Context: an optimization exercise on an open-source flow, tuned for small area, a short achievable clock period and few clock cycles per item. The choices shown serve that exercise and are no tape-out recipe. Function was checked by simulation only, so behaviour that the tests miss may differ from the original. Power is estimated from default activity; no workload was simulated.

==> design/flow/design.v <==
`timescale 1ns / 1ps
`default_nettype none
package ppdr_pkg;
    localparam int VEL_W      = 16;
    localparam int DT_W       = 20;
    localparam int POS_W      = 48;
    localparam int HEAD_W     = 32;
    localparam int SUM_W      = POS_W + 1;
    localparam int CORD_W     = 34;
    localparam int TRIG_W     = 26;
    localparam int ROUND_SH   = 6;
    localparam int MUL_A_W    = 18;
    localparam int MUL_B_W    = 26;
    localparam int MUL_P_W    = MUL_A_W + MUL_B_W;
    localparam int MAG_W      = 2 * MUL_A_W;
    localparam int ACC_W      = 62;
    localparam int POS_FRAC   = 24;
    localparam int DVD_W      = 34;
    localparam int RCP_SH     = 2;
    localparam int RCP_FRAC   = 34;
    localparam int DIV_Q_W    = 22;
    localparam int ANG_FRAC   = 28;
    localparam int ATAN_IDX_W = 5;
    localparam int CORDIC_STEPS_DEF = 24;
    localparam logic signed [CORD_W-1:0] CORDIC_GAIN  = 34'sd652032874;
    localparam logic signed [CORD_W-1:0] QUARTER_TURN = 34'sd1073741824;
    localparam logic signed [CORD_W-1:0] HALF_TURN    = 34'sd2147483648;
    localparam logic [ACC_W-1:0] POS_HALF  = ACC_W'(64'd31250 << POS_FRAC);
    localparam logic [MUL_A_W-1:0] DIV_D   = 18'd15625;
    localparam logic [MUL_B_W-1:0] DIV_RCP = 26'd1099511;
    localparam logic [MUL_B_W-1:0] ANG_SCALE = 26'd44798134;
    localparam logic [ACC_W-1:0] ANG_HALF  = ACC_W'(64'd1 << (ANG_FRAC - 1));
    localparam logic signed [SUM_W-1:0] POS_MAX_EXT = {2'b00, {(POS_W - 1){1'b1}}};
    localparam logic signed [SUM_W-1:0] POS_MIN_EXT = {2'b11, {(POS_W - 1){1'b0}}};
    localparam logic [3:0] S_IDLE = 4'd0;
    localparam logic [3:0] S_MUL_T = 4'd1;
    localparam logic [3:0] S_MUL_P = 4'd2;
    localparam logic [3:0] S_TRIG = 4'd3;
    localparam logic [3:0] S_MUL_LO = 4'd4;
    localparam logic [3:0] S_MUL_HI = 4'd5;
    localparam logic [3:0] S_DIV_INIT = 4'd6;
    localparam logic [3:0] S_RCP_LO = 4'd7;
    localparam logic [3:0] S_RCP_HI = 4'd8;
    localparam logic [3:0] S_RCP_FIX = 4'd9;
    localparam logic [3:0] S_POS_UPD = 4'd10;
    localparam logic [3:0] S_HEAD_UPD = 4'd11;
    localparam logic [3:0] S_OUT = 4'd12;
    localparam logic [1:0] OP_X = 2'd0;
    localparam logic [1:0] OP_Y = 2'd1;
    localparam logic [1:0] OP_H = 2'd2;
endpackage
`default_nettype wire
`timescale 1ns / 1ps
`default_nettype none
import ppdr_pkg::*;
module ppdr_cordic
#(
    parameter int CORDIC_STEPS = CORDIC_STEPS_DEF
) (
    input  logic              i_clk,
    input  logic              i_rst_n,
    input  logic              i_start,
    input  logic [HEAD_W-1:0] i_angle,
    output logic              o_done,
    output logic [TRIG_W-1:0] o_cos_mag,
    output logic              o_cos_neg,
    output logic [TRIG_W-1:0] o_sin_mag,
    output logic              o_sin_neg
);
    localparam int CW = $clog2(CORDIC_STEPS);
    localparam logic [CW-1:0] LAST = CW'(CORDIC_STEPS - 1);
    logic                     r_busy;
    logic                     r_done;
    logic                     r_flip;
    logic [CW-1:0]            r_cnt;
    logic signed [CORD_W-1:0] r_x;
    logic signed [CORD_W-1:0] r_y;
    logic signed [CORD_W-1:0] r_z;
    logic signed [CORD_W-1:0] w_a;
    logic signed [CORD_W-1:0] w_z0;
    logic                     w_flip0;
    logic signed [CORD_W-1:0] w_xs;
    logic signed [CORD_W-1:0] w_ys;
    logic signed [CORD_W-1:0] w_at;
    logic [HEAD_W-1:0]        w_atu;
    logic [CORD_W-1:0]        w_xm;
    logic [CORD_W-1:0]        w_ym;
    always_comb begin
        w_a = {{(CORD_W - HEAD_W){i_angle[HEAD_W-1]}}, i_angle};
        w_flip0 = 1'b0;
        w_z0 = w_a;
        if (w_a > QUARTER_TURN) begin
            w_z0 = w_a - HALF_TURN;
            w_flip0 = 1'b1;
        end else if (w_a < -QUARTER_TURN) begin
            w_z0 = w_a + HALF_TURN;
            w_flip0 = 1'b1;
        end
    end
    assign w_xs = r_x >>> r_cnt;
    assign w_ys = r_y >>> r_cnt;
    always_comb begin
        case (ATAN_IDX_W'(r_cnt))
            5'd0:     w_atu = 32'd536870912;
            5'd1:     w_atu = 32'd316933406;
            5'd2:     w_atu = 32'd167458907;
            5'd3:     w_atu = 32'd85004756;
            5'd4:     w_atu = 32'd42667331;
            5'd5:     w_atu = 32'd21354465;
            5'd6:     w_atu = 32'd10679838;
            5'd7:     w_atu = 32'd5340245;
            5'd8:     w_atu = 32'd2670163;
            5'd9:     w_atu = 32'd1335087;
            5'd10:    w_atu = 32'd667544;
            5'd11:    w_atu = 32'd333772;
            5'd12:    w_atu = 32'd166886;
            5'd13:    w_atu = 32'd83443;
            5'd14:    w_atu = 32'd41722;
            5'd15:    w_atu = 32'd20861;
            5'd16:    w_atu = 32'd10430;
            5'd17:    w_atu = 32'd5215;
            5'd18:    w_atu = 32'd2608;
            5'd19:    w_atu = 32'd1304;
            5'd20:    w_atu = 32'd652;
            5'd21:    w_atu = 32'd326;
            5'd22:    w_atu = 32'd163;
            5'd23:    w_atu = 32'd81;
            5'd24:    w_atu = 32'd41;
            5'd25:    w_atu = 32'd20;
            5'd26:    w_atu = 32'd10;
            5'd27:    w_atu = 32'd5;
            5'd28:    w_atu = 32'd3;
            5'd29:    w_atu = 32'd1;
            5'd30:    w_atu = 32'd1;
            default: w_atu = '0;
        endcase
    end
    assign w_at = signed'(CORD_W'(w_atu));
    always_ff @(posedge i_clk) begin
        if (!i_rst_n) begin
            r_busy <= 1'b0;
            r_done <= 1'b0;
            r_cnt  <= '0;
        end else if (i_start) begin
            r_busy <= 1'b1;
            r_done <= 1'b0;
            r_cnt  <= '0;
        end else if (r_busy) begin
            r_cnt <= r_cnt + 1'b1;
            if (r_cnt == LAST) begin
                r_busy <= 1'b0;
                r_done <= 1'b1;
            end
        end
    end
    always_ff @(posedge i_clk) begin
        if (i_start) begin
            r_x    <= CORDIC_GAIN;
            r_y    <= '0;
            r_z    <= w_z0;
            r_flip <= w_flip0;
        end else if (r_busy) begin
            if (!r_z[CORD_W-1]) begin
                r_x <= r_x - w_ys;
                r_y <= r_y + w_xs;
                r_z <= r_z - w_at;
            end else begin
                r_x <= r_x + w_ys;
                r_y <= r_y - w_xs;
                r_z <= r_z + w_at;
            end
        end
    end
    assign w_xm = r_x[CORD_W-1] ? CORD_W'(-r_x) : CORD_W'(r_x);
    assign w_ym = r_y[CORD_W-1] ? CORD_W'(-r_y) : CORD_W'(r_y);
    assign o_done    = r_done;
    assign o_cos_mag = TRIG_W'((w_xm + CORD_W'(32)) >> ROUND_SH);
    assign o_cos_neg = r_x[CORD_W-1] ^ r_flip;
    assign o_sin_mag = TRIG_W'((w_ym + CORD_W'(32)) >> ROUND_SH);
    assign o_sin_neg = r_y[CORD_W-1] ^ r_flip;
endmodule
`default_nettype wire
`timescale 1ns / 1ps
`default_nettype none
import ppdr_pkg::*;
module planar_pose_dead_reckoning_top
#(
    parameter int CORDIC_STEPS = CORDIC_STEPS_DEF
) (
    input  logic                    i_clk,
    input  logic                    i_rst_n,
    input  logic                    i_valid,
    output logic                    o_ready,
    input  logic signed [VEL_W-1:0] i_linear_velocity,
    input  logic signed [VEL_W-1:0] i_angular_velocity,
    input  logic [DT_W-1:0]         i_step_time,
    output logic                    o_valid,
    input  logic                    i_ready,
    output logic signed [POS_W-1:0] o_pos_x,
    output logic signed [POS_W-1:0] o_pos_y,
    output logic [HEAD_W-1:0]       o_heading,
    output logic signed [VEL_W-1:0] o_speed_echo,
    output logic signed [VEL_W-1:0] o_turn_rate_echo,
    output logic                    o_saturated
);
    logic [3:0] r_state;
    logic [3:0] n_state;
    logic [1:0] r_op;
    logic signed [VEL_W-1:0] r_v;
    logic signed [VEL_W-1:0] r_w;
    logic [DT_W-1:0]         r_dt;
    logic [MAG_W-1:0]        r_tmag;
    logic [MAG_W-1:0]        r_pmag;
    logic [TRIG_W-1:0]       r_cmag;
    logic [TRIG_W-1:0]       r_smag;
    logic                    r_cneg;
    logic                    r_sneg;
    logic [ACC_W-1:0]        r_acc;
    logic [DVD_W-1:0]        r_rem;
    logic [DIV_Q_W-1:0]      r_quo;
    logic signed [POS_W-1:0] r_pos_x;
    logic signed [POS_W-1:0] r_pos_y;
    logic [HEAD_W-1:0]       r_head;
    logic                    r_sat;
    logic                    r_ovalid;
    logic signed [POS_W-1:0] r_out_x;
    logic signed [POS_W-1:0] r_out_y;
    logic [HEAD_W-1:0]       r_out_head;
    logic signed [VEL_W-1:0] r_out_v;
    logic signed [VEL_W-1:0] r_out_w;
    logic                    r_out_sat;
    logic                    w_accept;
    logic                    w_load_out;
    logic                    w_trig_done;
    logic [TRIG_W-1:0]       w_trig_cos_mag;
    logic                    w_trig_cos_neg;
    logic [TRIG_W-1:0]       w_trig_sin_mag;
    logic                    w_trig_sin_neg;
    logic [VEL_W-1:0]        w_vmag;
    logic [VEL_W-1:0]        w_wmag;
    logic [MUL_A_W-1:0]      w_ma;
    logic [MUL_B_W-1:0]      w_mb;
    logic [MUL_P_W-1:0]      w_prod;
    logic [ACC_W-1:0]        w_acc_rnd;
    logic [DIV_Q_W-1:0]      w_q0;
    logic [DVD_W-1:0]        w_rcp_rem;
    logic                    w_fix;
    logic                    w_neg;
    logic signed [SUM_W-1:0] w_q;
    logic signed [SUM_W-1:0] w_delta;
    logic signed [POS_W-1:0] w_pos_cur;
    logic signed [SUM_W-1:0] w_sum;
    logic signed [POS_W-1:0] n_pos;
    logic                    w_clip;
    logic [ACC_W-1:0]        w_h_rnd;
    logic [HEAD_W-1:0]       w_dm;
    logic [HEAD_W-1:0]       n_head;
    ppdr_cordic #(
        .CORDIC_STEPS(CORDIC_STEPS)
    ) u_cordic (
        .i_clk   (i_clk),
        .i_rst_n (i_rst_n),
        .i_start (w_accept),
        .i_angle (r_head),
        .o_done    (w_trig_done),
        .o_cos_mag (w_trig_cos_mag),
        .o_cos_neg (w_trig_cos_neg),
        .o_sin_mag (w_trig_sin_mag),
        .o_sin_neg (w_trig_sin_neg)
    );
    assign o_ready  = (r_state == S_IDLE);
    assign w_accept = i_valid && o_ready;
    always_comb begin
        n_state    = r_state;
        w_load_out = 1'b0;
        case (r_state)
            S_IDLE: begin
                if (i_valid) begin
                    n_state = S_MUL_T;
                end
            end
            S_MUL_T:    n_state = S_MUL_P;
            S_MUL_P:    n_state = S_TRIG;
            S_TRIG: begin
                if (w_trig_done) begin
                    n_state = S_MUL_LO;
                end
            end
            S_MUL_LO:   n_state = S_MUL_HI;
            S_MUL_HI:   n_state = (r_op == OP_H) ? S_HEAD_UPD : S_DIV_INIT;
            S_DIV_INIT: n_state = S_RCP_LO;
            S_RCP_LO:   n_state = S_RCP_HI;
            S_RCP_HI:   n_state = S_RCP_FIX;
            S_RCP_FIX:  n_state = S_POS_UPD;
            S_POS_UPD:  n_state = S_MUL_LO;
            S_HEAD_UPD: n_state = S_OUT;
            S_OUT: begin
                if (!r_ovalid || i_ready) begin
                    w_load_out = 1'b1;
                    n_state    = S_IDLE;
                end
            end
            default:    n_state = S_IDLE;
        endcase
    end
    assign w_vmag = r_v[VEL_W-1] ? VEL_W'(-r_v) : VEL_W'(r_v);
    assign w_wmag = r_w[VEL_W-1] ? VEL_W'(-r_w) : VEL_W'(r_w);
    always_comb begin
        case (r_state)
            S_MUL_T: w_ma = MUL_A_W'(w_vmag);
            S_MUL_P: w_ma = MUL_A_W'(w_wmag);
            S_MUL_LO: w_ma = (r_op == OP_H) ? r_pmag[MUL_A_W-1:0] : r_tmag[MUL_A_W-1:0];
            S_MUL_HI: w_ma = (r_op == OP_H) ? r_pmag[MAG_W-1:MUL_A_W]
                                            : r_tmag[MAG_W-1:MUL_A_W];
            S_RCP_LO: w_ma = r_rem[MUL_A_W-1:0];
            S_RCP_HI: w_ma = MUL_A_W'(r_rem[DVD_W-1:MUL_A_W]);
            S_RCP_FIX: w_ma = DIV_D;
            default: w_ma = '0;
        endcase
        case (r_state)
            S_MUL_T, S_MUL_P: w_mb = MUL_B_W'(r_dt);
            S_MUL_LO, S_MUL_HI: begin
                case (r_op)
                    OP_X:    w_mb = r_cmag;
                    OP_Y:    w_mb = r_smag;
                    default: w_mb = ANG_SCALE;
                endcase
            end
            S_RCP_LO, S_RCP_HI: w_mb = DIV_RCP;
            S_RCP_FIX: w_mb = MUL_B_W'(w_q0);
            default: w_mb = '0;
        endcase
    end
    assign w_prod    = MUL_P_W'(w_ma) * MUL_P_W'(w_mb);
    assign w_acc_rnd = r_acc + POS_HALF;
    assign w_q0      = r_acc[RCP_FRAC +: DIV_Q_W];
    assign w_rcp_rem = r_rem - DVD_W'(w_prod);
    assign w_fix     = (w_rcp_rem >= DVD_W'(DIV_D));
    assign w_neg     = r_v[VEL_W-1] ^ ((r_op == OP_X) ? r_cneg : r_sneg);
    assign w_q       = signed'(SUM_W'(r_quo));
    assign w_delta   = w_neg ? -w_q : w_q;
    assign w_pos_cur = (r_op == OP_X) ? r_pos_x : r_pos_y;
    assign w_sum     = signed'({w_pos_cur[POS_W-1], w_pos_cur}) + w_delta;
    always_comb begin
        w_clip = 1'b0;
        n_pos  = w_sum[POS_W-1:0];
        if (w_sum > POS_MAX_EXT) begin
            w_clip = 1'b1;
            n_pos  = POS_MAX_EXT[POS_W-1:0];
        end else if (w_sum < POS_MIN_EXT) begin
            w_clip = 1'b1;
            n_pos  = POS_MIN_EXT[POS_W-1:0];
        end
    end
    assign w_h_rnd = r_acc + ANG_HALF;
    assign w_dm    = w_h_rnd[ANG_FRAC +: HEAD_W];
    assign n_head  = r_w[VEL_W-1] ? (r_head - w_dm) : (r_head + w_dm);
    always_ff @(posedge i_clk) begin
        if (!i_rst_n) begin
            r_state  <= S_IDLE;
            r_op     <= OP_X;
            r_pos_x  <= '0;
            r_pos_y  <= '0;
            r_head   <= '0;
            r_sat    <= 1'b0;
            r_ovalid <= 1'b0;
        end else begin
            r_state <= n_state;
            if (w_accept) begin
                r_sat <= 1'b0;
            end
            if (r_state == S_TRIG && w_trig_done) begin
                r_op <= OP_X;
            end
            if (r_state == S_POS_UPD) begin
                if (r_op == OP_X) begin
                    r_pos_x <= n_pos;
                    r_op    <= OP_Y;
                end else begin
                    r_pos_y <= n_pos;
                    r_op    <= OP_H;
                end
                if (w_clip) begin
                    r_sat <= 1'b1;
                end
            end
            if (r_state == S_HEAD_UPD) begin
                r_head <= n_head;
            end
            if (w_load_out) begin
                r_ovalid <= 1'b1;
            end else if (i_ready) begin
                r_ovalid <= 1'b0;
            end
        end
    end
    always_ff @(posedge i_clk) begin
        if (w_accept) begin
            r_v  <= i_linear_velocity;
            r_w  <= i_angular_velocity;
            r_dt <= i_step_time;
        end
        case (r_state)
            S_MUL_T: r_tmag <= MAG_W'(w_prod);
            S_MUL_P: r_pmag <= MAG_W'(w_prod);
            S_TRIG: begin
                if (w_trig_done) begin
                    r_cmag <= w_trig_cos_mag;
                    r_cneg <= w_trig_cos_neg;
                    r_smag <= w_trig_sin_mag;
                    r_sneg <= w_trig_sin_neg;
                end
            end
            S_MUL_LO, S_RCP_LO: r_acc <= ACC_W'(w_prod);
            S_MUL_HI, S_RCP_HI: r_acc <= r_acc + (ACC_W'(w_prod) << MUL_A_W);
            S_DIV_INIT: r_rem <= DVD_W'(w_acc_rnd >> (POS_FRAC + RCP_SH));
            S_RCP_FIX:  r_quo <= w_q0 + DIV_Q_W'(w_fix);
            default: ;
        endcase
        if (w_load_out) begin
            r_out_x    <= r_pos_x;
            r_out_y    <= r_pos_y;
            r_out_head <= r_head;
            r_out_v    <= r_v;
            r_out_w    <= r_w;
            r_out_sat  <= r_sat;
        end
    end
    assign o_valid          = r_ovalid;
    assign o_pos_x          = r_out_x;
    assign o_pos_y          = r_out_y;
    assign o_heading        = r_out_head;
    assign o_speed_echo     = r_out_v;
    assign o_turn_rate_echo = r_out_w;
    assign o_saturated      = r_out_sat;
endmodule
`default_nettype wire
==> design/flow/run.sh <==
#!/bin/bash
# synth_recipe.tcl (not shown) runs the flow's synth.tcl, then flattens the netlist and writes it again
# the make line also repeats each setting of config.mk as NAME=value (left out here)
make -C /OpenROAD-flow-scripts/flow DESIGN_CONFIG=/design/flow/config.mk WORK_HOME=/design/flow/orfs CLKGATE_MAP_FILE= SYNTH_SCRIPT=/design/flow/synth_recipe.tcl finish
==> design/flow/config.mk <==
export PLATFORM = sky130hd
export DESIGN_NAME = planar_pose_dead_reckoning_top
export DESIGN_NICKNAME = planar_pose_dead_reckoning_top
export VERILOG_FILES = /design/flow/design.v
export SDC_FILE = /design/flow/constraint.sdc
export NUM_CORES = 4
export LEC_CHECK = 0
export CAP_MARGIN = 20
export CORE_MARGIN = 2
export CORE_UTILIZATION = 40
export SLEW_MARGIN = 20
==> design/flow/constraint.sdc <==
create_clock -name core_clock -period 12.5 [get_ports {i_clk}]
set_input_delay 2.5000 -clock core_clock [delete_from_list [all_inputs] [get_ports {i_clk}]]
set_output_delay 2.5000 -clock core_clock [all_outputs]
set_load 0.01 [all_outputs]
==> summary.txt <==
per-stage QoR:
| stage | cell area, µm² | util | setup TNS [ns] | setup slack [ns] | hold WS, ns |
|---|---|---|---|---|---|
| finish | 74100 | 0.450 | 0 | 0.596 | 0.449 |
| global placement | 71000 | 0.431 | 0 | 0.475 | 0.435 |
| floorplan | 66200 | - | 0 | 1.35 | 0.409 |
| global route | 74100 | 0.450 | -0.107 | -0.0511 | 0.465 |
| detailed placement | 71000 | 0.432 | 0 | 0.265 | 0.440 |
| CTS | 74000 | 0.449 | 0 | 0.211 | 0.442 |
synth_stat cells (115+ instances only):
master      n  area, µm²
nand3_1   122        611
dfxtp_1   241       4820
edfxtp_1  472      14200
o21ai_0   351       1760
a21oi_1   458       2290
nor3_1    115        576
fa_1      391       7830
inv_1     598       2240
a21o_1    138       1040
clkbuf_1  320       1200
xnor2_1   334       2930
xor2_1    245       2150
nor2_1    683       2560
mux2i_1   137       1370
nand2_1   819       3070
ha_1      390       4880
area by class of cell:
| class | count | area, µm² |
|---|---|---|
| Clock buffer | 107 | 2350 |
| Timing Repair Buffer | 430 | 3780 |
| Inverter | 604 | 2270 |
| Fill cell | 15900 | 90500 |
| Multi-Input combinational cell | 5564 | 43300 |
| Sequential cell | 713 | 19000 |
| Clock inverter | 46 | 592 |
| Tap cell | 2189 | 2740 |
registers in the layout, summed over array words and instances, names as in the netlist, 5 cells and up:
signal and cells:
r_acc 42, r_cmag 26, r_dt 20, r_head 32, r_out_head 32, r_out_v 16
r_out_w 16, r_out_x 48, r_out_y 48, r_pmag 36, r_pos_x 48, r_pos_y 48
r_quo 22, r_rem 34, r_smag 26, r_tmag 36, r_v 16, r_w 16
u_cordic.r_cnt 5, u_cordic.r_x 34, u_cordic.r_y 34, u_cordic.r_z 34, u_cordic.w_atu 30
final timing paths:
path                    start           to  slack, ns  cells past startpoint
setup / recovery       r_w[3]    r_quo[14]       0.60                     48
hold / removal    r_pos_x[41]  r_out_x[41]       0.45                      0
setup reg to reg       r_w[3]    r_quo[14]       0.60                     48
hold reg to reg   r_pos_x[41]  r_out_x[41]       0.45                      0
cells in the final DEF (no fill, tap or decap), types with 18 or more instances in the layout:
cell type and n:
nand2_1 817, nand3_1 122, o21bai_1 42, a21o_1 138, ha_1 389, xor2_1 245
a22o_1 94, o21a_1 69, edfxtp_1 472, nand2b_1 86, a21oi_1 458, and2_1 55
or3_1 48, mux2_2 81, nand4_1 62, nor2b_1 59, buf_4 210, fa_1 391
a31oi_1 64, o22ai_1 33, nor2_1 677, xnor2_1 332, mux4_1 27, o21ai_0 346
clkdlybuf4s50_1 218, a221oi_1 37, dfxtp_1 232, a22oi_1 30, nor4_1 44, and3_1 51
a211oi_1 63, clkbuf_16 87, mux2i_1 137, and4_1 18, inv_1 597, nor3_1 109
o31ai_1 33, mux4_2 66, a21boi_0 18, o211ai_1 18
repair_timing:
item	in CTS	in global routing
resized for setup	0	20
buffers inserted	0	1
setup endpoints to repair	0	23
power by group:
| part | internal [mW] | switching [mW] |
|---|---|---|
| Clock | 1.55 | 1.09 |
| Sequential | 3.00 | 0.454 |
| Combinational | 4.32 | 6.58 |
| Total | 8.87 | 8.13 |
cells by family (layout without fill, tap and decap cells):
family                   Yosys count  count (layout)  synth area share
AO/OA/AOI/OAI                   1645            1645             0.161
XOR/XNOR                         579             579            0.0766
adder cells (fa/ha/maj)          786             786             0.193
buffers and inverters           1002            1187            0.0614
flip-flops                       713             713             0.287
multiplexers                     311             311            0.0677
AND/OR/NAND/NOR                 2243            2243             0.153
layer usage:
layer,global-route usage,vias to the layer above,routed length [µm]
met3,0.0379,459,15500
met2,0.422,2223,104000
met4,0.0924,2,9250
met1,0.358,27600,97700
li1,-,25900,-
met5,0,-,10
==> impl_metrics.json <==
{
  "die_area_mm2": 0.169,
  "seq_area_frac_synth": 0.287,
  "synth-edff-count": 472,
  "nets": 8232,
  "root_buffer": "clkbuf_16",
  "fmax_mhz": 84.0,
  "setup_viol": 0,
  "postSynthCellCount": 7279,
  "cts_tree": "yes",
  "synth-main-ff-cell": "edfxtp_1",
  "vias": 56200,
  "cts_buffers": 82,
  "vdd_drop_max_v": 0.000188,
  "synth_cell_types": 97,
  "hp-class": "register to register",
  "async_flop_share": 0,
  "dp_hpwl_mm": 175,
  "tightest_slew_ns": 1.04,
  "start_util": 0.402,
  "grt_pass1_vias": 54300,
  "antenna_cells": 0,
  "num_rows": 149,
  "wl_mm": 226,
  "grt_pass1_wl_mm": 340,
  "port_buffers": 218,
  "htree_num_levels": 3,
  "core_mm2": 0.165,
  "report.power.total_mw": 17.0,
  "critPathMaxFanout": 11,
  "cts.sink_count": 713,
  "power.density_mw_per_mm2": 229,
  "worst_path_dominant_cell_family": "adder cells",
  "hold_buffers": 0,
  "leakagePower_nw": 30.4,
  "ant_nets": 0,
  "area.growth.synth_to_final_pct": 11.9,
  "status": "no timing/DRC/antenna violations",
  "synth_area_mm2": 0.0662,
  "drive_gt1_frac": 0.0781,
  "drv_cap": 0,
  "die_x_um": 411,
  "slowest_stage": "fa_1",
  "fp.dieH_um": 411,
  "hold_viol_final": 0,
  "post-route-drc-count": 0,
  "skew_ns": 0.0688,
  "synth_warnings": 2,
  "fin_crit_sh": 0.952,
  "dr.pass1.iters": 8,
  "crit_path_max_incr_delay_ns": 0.56,
  "grtUsageTotal": 0.262,
  "path_buf_inv": 6,
  "antenna_found_initial": 7,
  "place_inst": 9499,
  "start_kind": "register",
  "insertion_delay_ns": 0.74,
  "crit_required_ns": 12.93,
  "syn_nets": 8116,
  "relSlewSlack": 0.301,
  "globalplace.congestion": 0.999,
  "grt_max_degree": 88,
  "cp_data_arrival_time_ns": 12.33,
  "drtIter0Drc": 5306,
  "gr-total-overflow": 0,
  "clock_path_buffers": 3,
  "avgSynthCellArea_um2": 9.09,
  "period_minus_slack_ns": 11.90,
  "via_per_inst": 5.82,
  "worstSetupPathType": "register to register",
  "final_cells": 9653,
  "path_clk_slew_ns": 0.06,
  "ys_ff_latch": 713,
  "end_kind": "register",
  "ios": 219,
  "wire_per_inst_um": 23.4,
  "finalMaxSlewViolations": 0
}
Testbench counts, summed over its fixed seeds: cycles 105,608, items 2,400.

what the ideal ports hide:
The results above use ideal ports. As a check the final layout listed here was re-extracted and re-timed, cells and wires unchanged. Step 1 sets driving cells, clkbuf_16 on the clock port and buf_2 on the other inputs (assumed; they add their load-dependent delay and slew). Step 2 adds t to the input delays and takes it off the output delays; t is the mean of the earliest and latest rising clock arrival at the registers after step 1. Input paths then give back, and output paths get back, about the clock's delay inside the block. Slacks: no drivers / after step 1 / after step 2; pairs: no drivers / after step 1.
t (ns): 0.782
slack for setup (ns): 0.596 / 0.596 / 0.596
worst hold slack (ns): 0.449 / 0.449 / 0.449
worst setup path after step 2: register to register
latest minus earliest clock arrival (ns): 0.069 / 0.069
After both steps setup and hold are still met in this run. The setup slack of this run moves by 0.000 ns with the drivers and by 0.000 ns with both steps.
